This is an optimization exercise on Yosys and OpenROAD, whose aim is small area, a short achievable clock period and few clock cycles per item, not a production implementation.
No functional check of the RTL was part of this run.

==> config.mk <==
export PLATFORM = sky130hd
export DESIGN_NAME = alu_mc
export DESIGN_NICKNAME = alu_mc
export VERILOG_FILES = /design/flow/design.v
export SDC_FILE = /design/flow/constraint.sdc
export NUM_CORES = 4
export LEC_CHECK = 0
export CAP_MARGIN = 20
export CORE_MARGIN = 2
export CORE_UTILIZATION = 40
export SETUP_SLACK_MARGIN = 5
export SLEW_MARGIN = 20
==> constraint.sdc <==
create_clock -name core_clock -period 9.0 [get_ports {clk}]
set_input_delay 1.8000 -clock core_clock [delete_from_list [all_inputs] [get_ports {clk}]]
set_output_delay 1.8000 -clock core_clock [all_outputs]
set_load 0.01 [all_outputs]
==> design.v <==
package risc_constants;
    localparam int unsigned FN_W = 6;
    typedef logic [FN_W-1:0] alu_fn_t;
    localparam alu_fn_t alu_ADD    = 6'h00;
    localparam alu_fn_t alu_SUB    = 6'h01;
    localparam alu_fn_t alu_AND    = 6'h02;
    localparam alu_fn_t alu_OR     = 6'h03;
    localparam alu_fn_t alu_XOR    = 6'h04;
    localparam alu_fn_t alu_XNOR   = 6'h05;
    localparam alu_fn_t alu_A      = 6'h06;
    localparam alu_fn_t alu_SHL    = 6'h07;
    localparam alu_fn_t alu_SHR    = 6'h08;
    localparam alu_fn_t alu_SRA    = 6'h09;
    localparam alu_fn_t alu_CMPEQ  = 6'h0A;
    localparam alu_fn_t alu_CMPLT  = 6'h0B;
    localparam alu_fn_t alu_CMPLE  = 6'h0C;
    localparam alu_fn_t alu_MUL    = 6'h0D;
    localparam alu_fn_t alu_DIV    = 6'h0E;
    localparam alu_fn_t alu_CMPLTU = 6'h10;
    localparam alu_fn_t alu_REM    = 6'h11;
    typedef struct packed {
        logic div_zero;
        logic illegal_fn;
    } alu_flags_t;
endpackage
module alu_div_iter (
    input  logic [31:0] x,
    input  logic [32:0] z_in,
    input  logic        one0, two0, neg0,
    input  logic        one1, two1, neg1,
    input  logic        cin,
    output logic [32:0] sum
);
    logic [32:0] row0, row1, s, c;
    always_comb begin
        row0 = ({33{one0}} & {1'b0, x}) | ({33{two0}} & {x, 1'b0});
        row0 = row0 ^ {33{neg0}};
        row1 = ({33{one1}} & {x[30:0], 2'b0}) | ({33{two1}} & {x[29:0], 3'b0});
        row1 = row1 ^ {33{neg1}};
        s    = z_in ^ row0 ^ row1;
        c    = (z_in & row0) | (z_in & row1) | (row0 & row1);
    end
    assign sum = s + {c[31:0], neg0} + {32'd0, neg1 | cin};
endmodule
module alu_mc
#(
    parameter int unsigned WIDTH  = 32,
    parameter int unsigned DIV_EN = 1
) (
    input  logic             clk,
    input  logic             rst_n,
    input  logic             in_valid,
    output logic             in_ready,
    input  logic [WIDTH-1:0] a,
    input  logic [WIDTH-1:0] b,
    input  logic [risc_constants::FN_W-1:0] fn,
    output logic             out_valid,
    input  logic             out_ready,
    output logic [WIDTH-1:0] result,
    output logic             div_zero,
    output logic             illegal_fn
);
    localparam int U_IDLE = 0, U_WAIT = 1, U_MUL = 2, U_ABS = 3, U_ALIGN = 4, U_DIV = 5, U_FIN = 6;
    logic        iv_q, in_ready_q;
    logic [31:0] ia_q;
    logic [32:0] ib_q;
    logic        sel_add, sel_and, sel_or, sel_xor, sel_xnor, sel_a, sel_shl, sel_shr;
    logic        sel_eq, sel_lt, sel_ltu, sel_le, sel_il;
    logic        sub_q, sra_q, long_q, mul_q, rem_q;
    logic        rv_q, zv_q;
    logic [31:0] r_q, z_q;
    logic        rdz_q, ril_q, zdz_q, zil_q;
    logic [6:0]  u_q;                
    logic        one0_q, two0_q, neg0_q, one1_q, two1_q, neg1_q;    
    logic        mlast_q;            
    logic [4:0]  cnt_q;
    logic        dlast_q;            
    logic [5:0]  n_q;
    logic        triv_q, bz_q, sa_q, negq_q;
    logic accept, pop;
    assign accept = in_valid && in_ready_q;
    assign pop    = rv_q && out_ready;
    function automatic logic [5:0] lzc32(input logic [31:0] v);
        lzc32 = 6'd32;
        for (int i = 0; i < 32; i++) if (v[i]) lzc32 = 6'(31 - i);
    endfunction
    function automatic logic negpow2(input logic [31:0] v);
        logic [31:0] pre;
        pre[0] = v[0];
        for (int i = 1; i < 32; i++) pre[i] = pre[i-1] | v[i];
        negpow2 = v[31] && (pre == v);
    endfunction
    function automatic logic sign_run(input logic [28:0] v);
        sign_run = (v == 29'd0) || (v == {29{1'b1}});
    endfunction
    logic        m_mul, m_abs, m_align, m_div, m_fin;
    logic [31:0] add_a, add_b;
    logic [32:0] add_s;
    logic        ltu, lts, eq;
    logic [31:0] x_ab;
    logic [31:0] sh_in, sh_out, sh_rev;
    logic [32:0] sh_wide;
    logic [4:0]  sh_amt;
    logic [31:0] e;
    assign m_mul   = u_q[U_MUL];
    assign m_abs   = u_q[U_ABS];
    assign m_align = u_q[U_ALIGN];
    assign m_div   = u_q[U_DIV];
    assign m_fin   = u_q[U_FIN];
    assign add_a = ia_q & {32{!m_abs}};
    assign add_b = ib_q[31:0] ^ {32{sub_q}};
    assign add_s = {1'b0, add_a} + {1'b0, add_b} + {32'd0, sub_q};
    assign ltu   = !add_s[32];
    assign lts   = (ia_q[31] ^ ib_q[31]) ? ia_q[31] : ltu;
    assign x_ab  = ia_q ^ ib_q[31:0];
    assign eq    = (x_ab == 32'd0);
    always_comb begin
        for (int i = 0; i < 32; i++) sh_in[i] = sel_shl ? ia_q[31-i] : ia_q[i];
    end
    assign sh_amt  = m_align ? n_q[4:0] : ib_q[4:0];
    assign sh_wide = $unsigned($signed({sra_q & ia_q[31], sh_in}) >>> sh_amt);
    assign sh_out  = sh_wide[31:0];
    always_comb begin
        for (int i = 0; i < 32; i++) sh_rev[i] = sh_out[31-i];
    end
    assign e = ({32{sel_add}}  & add_s[31:0])
             | ({32{sel_and}}  & (ia_q & ib_q[31:0]))
             | ({32{sel_or}}   & (ia_q | ib_q[31:0]))
             | ({32{sel_xor}}  & x_ab)
             | ({32{sel_xnor}} & ~x_ab)
             | ({32{sel_a}}    & ia_q)
             | ({32{sel_shl}}  & sh_rev)
             | ({32{sel_shr}}  & sh_out)
             | {31'd0, (sel_eq & eq) | (sel_lt & lts) | (sel_ltu & ltu) | (sel_le & (lts | eq))};
    logic [32:0] zsel, z_in, usum;
    logic        zinv, ucin;
    logic        u_one0, u_two0, u_neg0;
    logic        qbit;
    always_comb begin
        zsel   = {1'b0, z_q};
        zinv   = 1'b0;
        ucin   = 1'b0;
        u_one0 = one0_q;
        u_two0 = two0_q;
        u_neg0 = neg0_q;
        if (m_abs) begin
            zsel = {1'b0, ia_q};
            zinv = ia_q[31];
            ucin = ia_q[31];
        end else if (m_align) begin
            zsel = rem_q ? {1'b0, z_q} : 33'd0;
            zinv = bz_q & !rem_q;
        end else if (m_div) begin
            zsel = ib_q;
        end else if (m_fin) begin
            zsel = rem_q ? ib_q : {1'b0, z_q};
            zinv = negq_q;
            ucin = negq_q;
        end
    end
    assign z_in = zsel ^ {33{zinv}};
    alu_div_iter u_dp (
        .x    (ia_q),
        .z_in (z_in),
        .one0 (u_one0),
        .two0 (u_two0),
        .neg0 (u_neg0),
        .one1 (one1_q),
        .two1 (two1_q),
        .neg1 (neg1_q),
        .cin  (ucin),
        .sum  (usum)
    );
    assign qbit = !usum[32];
    logic        u_push, move, push, i_free;
    logic [31:0] push_d;
    logic        push_dz, push_il;
    assign u_push  = (m_mul && mlast_q) || (m_align && triv_q) || m_fin;
    assign move    = iv_q && !long_q && !(rv_q && !pop && zv_q);
    assign push    = move || u_push;
    assign push_d  = move ? e : usum[31:0];
    assign push_dz = !move && m_align && bz_q;
    assign push_il = move && sel_il;
    assign i_free  = !iv_q || move || u_push;
    logic iv_d, rv_d, zv_d;
    always_comb begin
        iv_d = accept || (iv_q && !i_free);
        if (!rv_q || pop) begin
            rv_d = zv_q || push;
            zv_d = zv_q && push;
        end else begin
            rv_d = 1'b1;
            zv_d = zv_q || push;
        end
    end
    logic        fn_mul, fn_div, fn_rem, fn_long;
    logic        ustart, ucont;
    logic [6:0]  u_d;
    logic [5:0]  n_d;
    logic        triv_d;
    assign fn_mul  = (fn == risc_constants::alu_MUL);
    assign fn_div  = (fn == risc_constants::alu_DIV);
    assign fn_rem  = (fn == risc_constants::alu_REM);
    assign fn_long = fn_mul || fn_div || fn_rem;
    assign ustart = (accept && fn_long) || u_q[U_WAIT];
    assign ucont  = m_abs || (m_align && !triv_q) || m_div || (m_mul && !mlast_q);
    always_comb begin
        u_d = '0;
        if (ustart) begin
            if (zv_d) u_d[U_WAIT] = 1'b1;
            else if (accept ? fn_mul : mul_q) u_d[U_MUL] = 1'b1;
            else u_d[U_ABS] = 1'b1;
        end else if (ucont) begin
            if (m_abs) u_d[U_ALIGN] = 1'b1;
            else if (m_align) u_d[U_DIV] = 1'b1;
            else if (m_div) begin
                if (dlast_q) u_d[U_FIN] = 1'b1;
                else u_d[U_DIV] = 1'b1;
            end else u_d[U_MUL] = 1'b1;
        end else begin
            u_d[U_IDLE] = 1'b1;
        end
    end
    logic [32:0] bsrc;
    logic        bovl;
    logic        one0_d, two0_d, neg0_d, one1_d, two1_d, neg1_d, mlast_d;
    always_comb begin
        if (accept)     begin bsrc = {b[31], b};                      bovl = 1'b0;    end
        else if (m_mul) begin bsrc = {{4{ib_q[32]}}, ib_q[32:4]};     bovl = ib_q[3]; end
        else            begin bsrc = ib_q;                            bovl = 1'b0;    end
        one0_d  = bsrc[0] ^ bovl;
        two0_d  = (bsrc[1] & !bsrc[0] & !bovl) | (!bsrc[1] & bsrc[0] & bovl);
        neg0_d  = bsrc[1] & !(bsrc[0] & bovl);
        one1_d  = bsrc[2] ^ bsrc[1];
        two1_d  = (bsrc[3] & !bsrc[2] & !bsrc[1]) | (!bsrc[3] & bsrc[2] & bsrc[1]);
        neg1_d  = bsrc[3] & !(bsrc[2] & bsrc[1]);
        mlast_d = sign_run(bsrc[31:3]);
    end
    assign n_d    = (lzc32(ib_q[31:0] ^ {32{ib_q[31]}}) - {5'd0, negpow2(ib_q[31:0])})
                  - (lzc32(ia_q ^ {32{ia_q[31]}}) - {5'd0, negpow2(ia_q)});
    assign triv_d = (ib_q[31:0] == 32'd0) || n_d[5];
    logic fin_next;
    assign fin_next = (u_d[U_MUL] && mlast_d) || u_d[U_FIN] || (u_d[U_ALIGN] && triv_d);
    always_ff @(posedge clk or negedge rst_n) begin
        if (!rst_n) begin
            iv_q       <= 1'b0;
            in_ready_q <= 1'b1;
            rv_q       <= 1'b0;
            zv_q       <= 1'b0;
            u_q        <= 7'd1;
        end else begin
            iv_q       <= iv_d;
            in_ready_q <= !iv_d || fin_next ||
                          (accept ? !fn_long : (iv_q && !long_q)) && !(rv_d && zv_d);
            rv_q       <= rv_d;
            zv_q       <= zv_d;
            u_q        <= u_d;
        end
    end
    always_ff @(posedge clk) begin
        if (accept) begin
            ia_q     <= a;
            ib_q     <= {b[31], b};
            sel_add  <= (fn == risc_constants::alu_ADD) || (fn == risc_constants::alu_SUB);
            sel_and  <= (fn == risc_constants::alu_AND);
            sel_or   <= (fn == risc_constants::alu_OR);
            sel_xor  <= (fn == risc_constants::alu_XOR);
            sel_xnor <= (fn == risc_constants::alu_XNOR);
            sel_a    <= (fn == risc_constants::alu_A);
            sel_shl  <= (fn == risc_constants::alu_SHL);
            sel_shr  <= (fn == risc_constants::alu_SHR) || (fn == risc_constants::alu_SRA);
            sel_eq   <= (fn == risc_constants::alu_CMPEQ);
            sel_lt   <= (fn == risc_constants::alu_CMPLT);
            sel_ltu  <= (fn == risc_constants::alu_CMPLTU);
            sel_le   <= (fn == risc_constants::alu_CMPLE);
            sel_il   <= !((fn <= 6'h0E) || (fn == 6'h10) || (fn == 6'h11));
            sub_q    <= (fn != risc_constants::alu_ADD);
            sra_q    <= (fn == risc_constants::alu_SRA);
            long_q   <= fn_long;
            mul_q    <= fn_mul;
            rem_q    <= fn_rem;
        end else if (m_mul) begin
            ia_q     <= {ia_q[27:0], 4'd0};
            ib_q     <= {{4{ib_q[32]}}, ib_q[32:4]};
        end else if (m_abs) begin
            ia_q     <= add_s[31:0] | {32{1'b0}};
            if (!ib_q[31]) ia_q <= ib_q[31:0];
            ib_q     <= {1'b0, usum[31:0]};
            sel_shl  <= 1'b1;    
            sra_q    <= 1'b0;
        end else if (m_align) begin
            ia_q     <= sh_rev;
        end else if (m_div) begin
            if (!dlast_q) ia_q <= {1'b0, ia_q[31:1]};
            ib_q     <= usum;
        end
    end
    always_ff @(posedge clk) begin
        mlast_q <= mlast_d;
        one0_q <= 1'b0; two0_q <= 1'b0; neg0_q <= 1'b0;
        one1_q <= 1'b0; two1_q <= 1'b0; neg1_q <= 1'b0;
        if (u_d[U_MUL]) begin
            one0_q <= one0_d; two0_q <= two0_d; neg0_q <= neg0_d;
            one1_q <= one1_d; two1_q <= two1_d; neg1_q <= neg1_d;
        end else if (u_d[U_DIV]) begin
            one0_q <= 1'b1;
            neg0_q <= m_align ? 1'b1 : qbit;
        end else if (u_d[U_FIN]) begin
            one0_q <= rem_q & !qbit;
            neg0_q <= rem_q & !qbit & sa_q;
        end
        if (m_abs) begin
            n_q    <= n_d;
            triv_q <= triv_d;
            bz_q   <= (ib_q[31:0] == 32'd0);
            sa_q   <= ia_q[31];
            negq_q <= ia_q[31] ^ (ib_q[31] & !rem_q);
        end
        if (m_align) begin
            cnt_q   <= n_q[4:0];
            dlast_q <= (n_q[4:0] == 5'd0);
        end else if (m_div) begin
            cnt_q   <= cnt_q - 5'd1;
            dlast_q <= (cnt_q == 5'd1);
        end
    end
    always_ff @(posedge clk) begin
        if (!rv_q || pop) begin
            if (zv_q) begin
                r_q   <= z_q;
                rdz_q <= zdz_q;
                ril_q <= zil_q;
            end else if (push) begin
                r_q   <= push_d;
                rdz_q <= push_dz;
                ril_q <= push_il;
            end
        end
        if (push && (zv_q || (rv_q && !pop))) begin
            z_q   <= push_d;
            zdz_q <= push_dz;
            zil_q <= push_il;
        end else if (ustart && !zv_d) begin
            z_q <= 32'd0;
        end else if (m_mul) begin
            z_q <= usum[31:0];
        end else if (m_abs) begin
            z_q <= ia_q;
        end else if (m_align) begin
            z_q <= 32'd0;
        end else if (m_div) begin
            z_q <= {z_q[30:0], qbit};
        end
    end
    assign in_ready   = in_ready_q;
    assign out_valid  = rv_q;
    assign result     = r_q;
    assign div_zero   = rdz_q;
    assign illegal_fn = ril_q;
endmodule
==> run.sh <==
#!/bin/bash
# synth_recipe.tcl (not shown) runs the flow's synth.tcl, then flattens the netlist and writes it again
# the make line also repeats each setting of config.mk as NAME=value (left out here)
make -C /OpenROAD-flow-scripts/flow DESIGN_CONFIG=/design/flow/config.mk WORK_HOME=/design/flow/orfs CLKGATE_MAP_FILE= SYNTH_SCRIPT=/design/flow/synth_recipe.tcl finish
==> qor.yml <==
status: "complete, no violations"
synth_cells: 3192
grt_pass1_vias: 25800
die_h_um: 252
area_growth_pct: 25.3
drv_slew: 0
worst_pin_slew_ps: 1270
maxCapViolCount: 0
hold_class: "flop to flop"
cts.root.buffer_cell: "clkbuf_16"
via_count: 28400
drt-vias-per-instance: 6.95
period_needed_ps: 5370
postCtsHoldBufs: 0
grt_use_total_pct: 41.8
crit_arrival_ps: 5640
path_buf_inv: 2
final_common_cell: "nand2_1"
holdPathEnd: "neg0_q$_DFF_P_"
setup_violations: 0
routed-wl-met2_mm: 56.9
cpMostUsedCell: "fa_2"
drt_iter0_drc: 4515
top_layer: "met5"
wl_met3_mm: 18.1
slew-limit-headroom_pct: 15.6
hold_ws_ps: 532
syn_area_per_cell_um2: 7.69
grt_overflow: 0
grt_setup_unrepaired: "true"
holdPathStages: 1
hold_viol: 0
die-area_um2: 63400
synth_seq_cells: 183
synth_flop_cell: "edfxtp_1"
synth_edf_count: 165
grt_pass1_wl_mm: 191
path_clk_slew_ps: 100
gp_congestion: 1.05
crit_path_cell_trace: "inv_1 -> nor2_1 -> o21ai_0 -> a32o_2 -> fa_2 -> inv_2 -> fa_2 -> ha_4 -> fa_2 -> a21o_1 -> a21oi_2 -> xnor2_2 -> xnor2_1 -> xnor2_1 -> nand2b_1"
post_dp_cell_area_um2: 26300
htreeDepth: 4
start_util_pct: 40.6
r2r_setup_slack_ps: 3630
fin_nets: 3536
worstReg2RegEnd: "triv_q$_DFFE_PP_"
fp.coreArea_um2: 60500
num_rows: 90
reg2reg_depth: 15
cts_buffers: 17
clkSinkCount: 183
antenna_found_initial: 8
worstHoldStart: "sa_q$_DFFE_PP_"
crit_fanout: 12
drtPass1Iterations: 12
slowest_delay_ps: 1200
synthArstFlopShare_pct: 5.46
fin_worst_skew_ps: 34.5
hpwl_mm: 95.9
end_kind: "flop"
critPathKind: "flop to flop"
seq_area_frac_synth_pct: 21.9
fin_area_um2: 30800
fin_crit_sh_pct: 59.7
critPathTopFamily: "adder cells"
cp-start-kind: "flop"
fin_setup_tns_ps: 0
synth_cell_types: 91
fp.dieW_um: 252
grt_max_degree: 74
post_drt_wl_per_cell_um: 33.5
insertion_delay_ps: 540
ant_nets: 0
synth_nets: 3445
synth_warnings: 2
worstPathRequired_ps: 9270
cts_buffer_depth: 2
final_cell_mix: "nand2_1, nor2_1, a21oi_1"
buffer_ports.inserted: 109
route.layer.met1.wl_mm: 52.6
cts_tree: "yes"
routed_wl_mm: 137
r2r-start: "ia_q[30]$_DFFE_PP_"
timing.fmax_mhz: 186
drive_gt1_share_pct: 21.1
syn_area_um2: 24600
crit_path_top_delay_cell: "edfxtp_1"
drc_errors: 0
ioPinCount: 110
## worst register-to-register path, delay by kind of cell (launching register included)
family | cells | cell delay (ps)
compound gates | 4 | 760
xor+xnor | 3 | 440
fa+ha+maj | 4 | 1300
buf+inv | 2 | 820
flops | 1 | 1200
simple gates | 2 | 570
## Yosys cell counts (all sizes together), types with 38 or more instances
library cell	n	area share, %
ha	141	7.2
edfxtp	165	20
buf	76	1.5
mux2i	132	5.5
nand2	307	4.7
inv	193	3.0
nand3	89	1.8
a22oi	68	2.1
clkbuf	224	3.4
o211ai	49	1.5
a211oi	49	1.5
a21o	46	1.4
nand4	50	1.3
a21oi	286	5.9
xnor2	78	2.8
nor3	58	1.2
fa	38	3.1
xor2	123	4.4
nor2	281	4.3
o21ai	253	5.2
## registers in the layout, indices dropped and copies added (netlist names), 5 cells and up
name / cells
r_q: 32
cnt_q: 5
u_q: 6
ia_q: 32
n_q: 5
z_q: 32
ib_q: 33
## area by class of cell
| class | instances | area, um^2 |
|---|---|---|
| Clock inverter | 15 | 190 |
| Timing Repair Buffer | 367 | 3620 |
| Tap cell | 782 | 978 |
| Antenna cell | 11 | 27.5 |
| Timing Repair inverter | 1 | 5.00 |
| Fill cell | 5822 | 29700 |
| Sequential cell | 183 | 5380 |
| Inverter | 202 | 841 |
| Clock buffer | 17 | 425 |
| Multi-Input combinational cell | 2511 | 19300 |
## layer usage
layer,up-vias,track usage (%)
li1,11800,-
met1,13700,55.1
met2,2328,60.8
met3,491,11.8
met4,4,24.6
met5,-,0
## timing repair
item                       4_1_cts  5_1_grt
gates resized for setup        295      201
gates cloned                     8        3
setup buffers                  116       49
pin swaps                      112      108
hold endpoints to repair         0        0
setup endpoints to repair      234      205
## cell families (layout without fill, tap and decap cells)
family / count (synthesis) / count (layout) / synth area share [%]
other: 0 / 11 / 0
adder cells (fa/ha/maj): 179 / 179 / 10.3
flip-flops: 183 / 183 / 21.9
AO/OA/AOI/OAI: 1046 / 1046 / 27.8
multiplexers: 175 / 175 / 8.28
XOR/XNOR: 201 / 201 / 7.17
AND/OR/NAND/NOR: 906 / 910 / 16.5
buffers and inverters: 502 / 602 / 8.06
## worst max-delay path by stage
stage	depth (start not counted)	slack (ps)	start	endpoint
after floorplan	23	4280	u_q[4]$_DFF_PN0_	z_q[20]$_DFFE_PP_
after detailed placement	22	2750	u_q[3]$_DFF_PN0_	neg0_q$_DFF_P_
after CTS	22	3750	u_q[4]$_DFF_PN0_	r_q[30]$_DFFE_PP_
after global placement	22	2910	u_q[3]$_DFF_PN0_	neg0_q$_DFF_P_
after global routing	24	3490	rem_q$_DFFE_PP_	z_q[31]$_DFFE_PP_
final	15	3630	ia_q[30]$_DFFE_PP_	triv_q$_DFFE_PP_
## per-stage QoR
stage / utilization, % / setup slack (ps) / std cells
finish: 50.9 / 3630 / 4089
global route: 50.8 / 3490 / 4078
CTS: 48.5 / 3750 / 4025
detailed placement: 43.6 / 2750 / 3869
global placement: 43.6 / 2910 / 3869
floorplan: - / 4280 / 3192

-- afterwards: timing with drivers on the ports --
The flow's constraints put no driver on any port. The routed layout listed below was extracted and timed again, unchanged, in two steps. Step 1 (the two cells are an assumption about what drives the block):
set clk [get_ports {clk}]
set_driving_cell -lib_cell sky130_fd_sc_hd__clkbuf_16 $clk
set_driving_cell -lib_cell sky130_fd_sc_hd__buf_2 [delete_from_list [all_inputs] $clk]
Step 2 times the ports against the registers' clock, not the clock port: input delays grow and output delays shrink by t, the midpoint of the rising clock arrivals with the driver on. a / b / c = ideal / step 1 / step 2; a / b = the first two.
shift t [ns]: 0.583
slack for setup (ns): 3.631 / 3.631 / 3.631
latest minus earliest clock arrival (ns): 0.035 / 0.035
worst register clock-pin slew, ns: 0.11 / 0.11
After both steps setup and hold are still met in this run. The setup slack of this run moves by 0.000 ns with the drivers and by 0.000 ns with both steps.
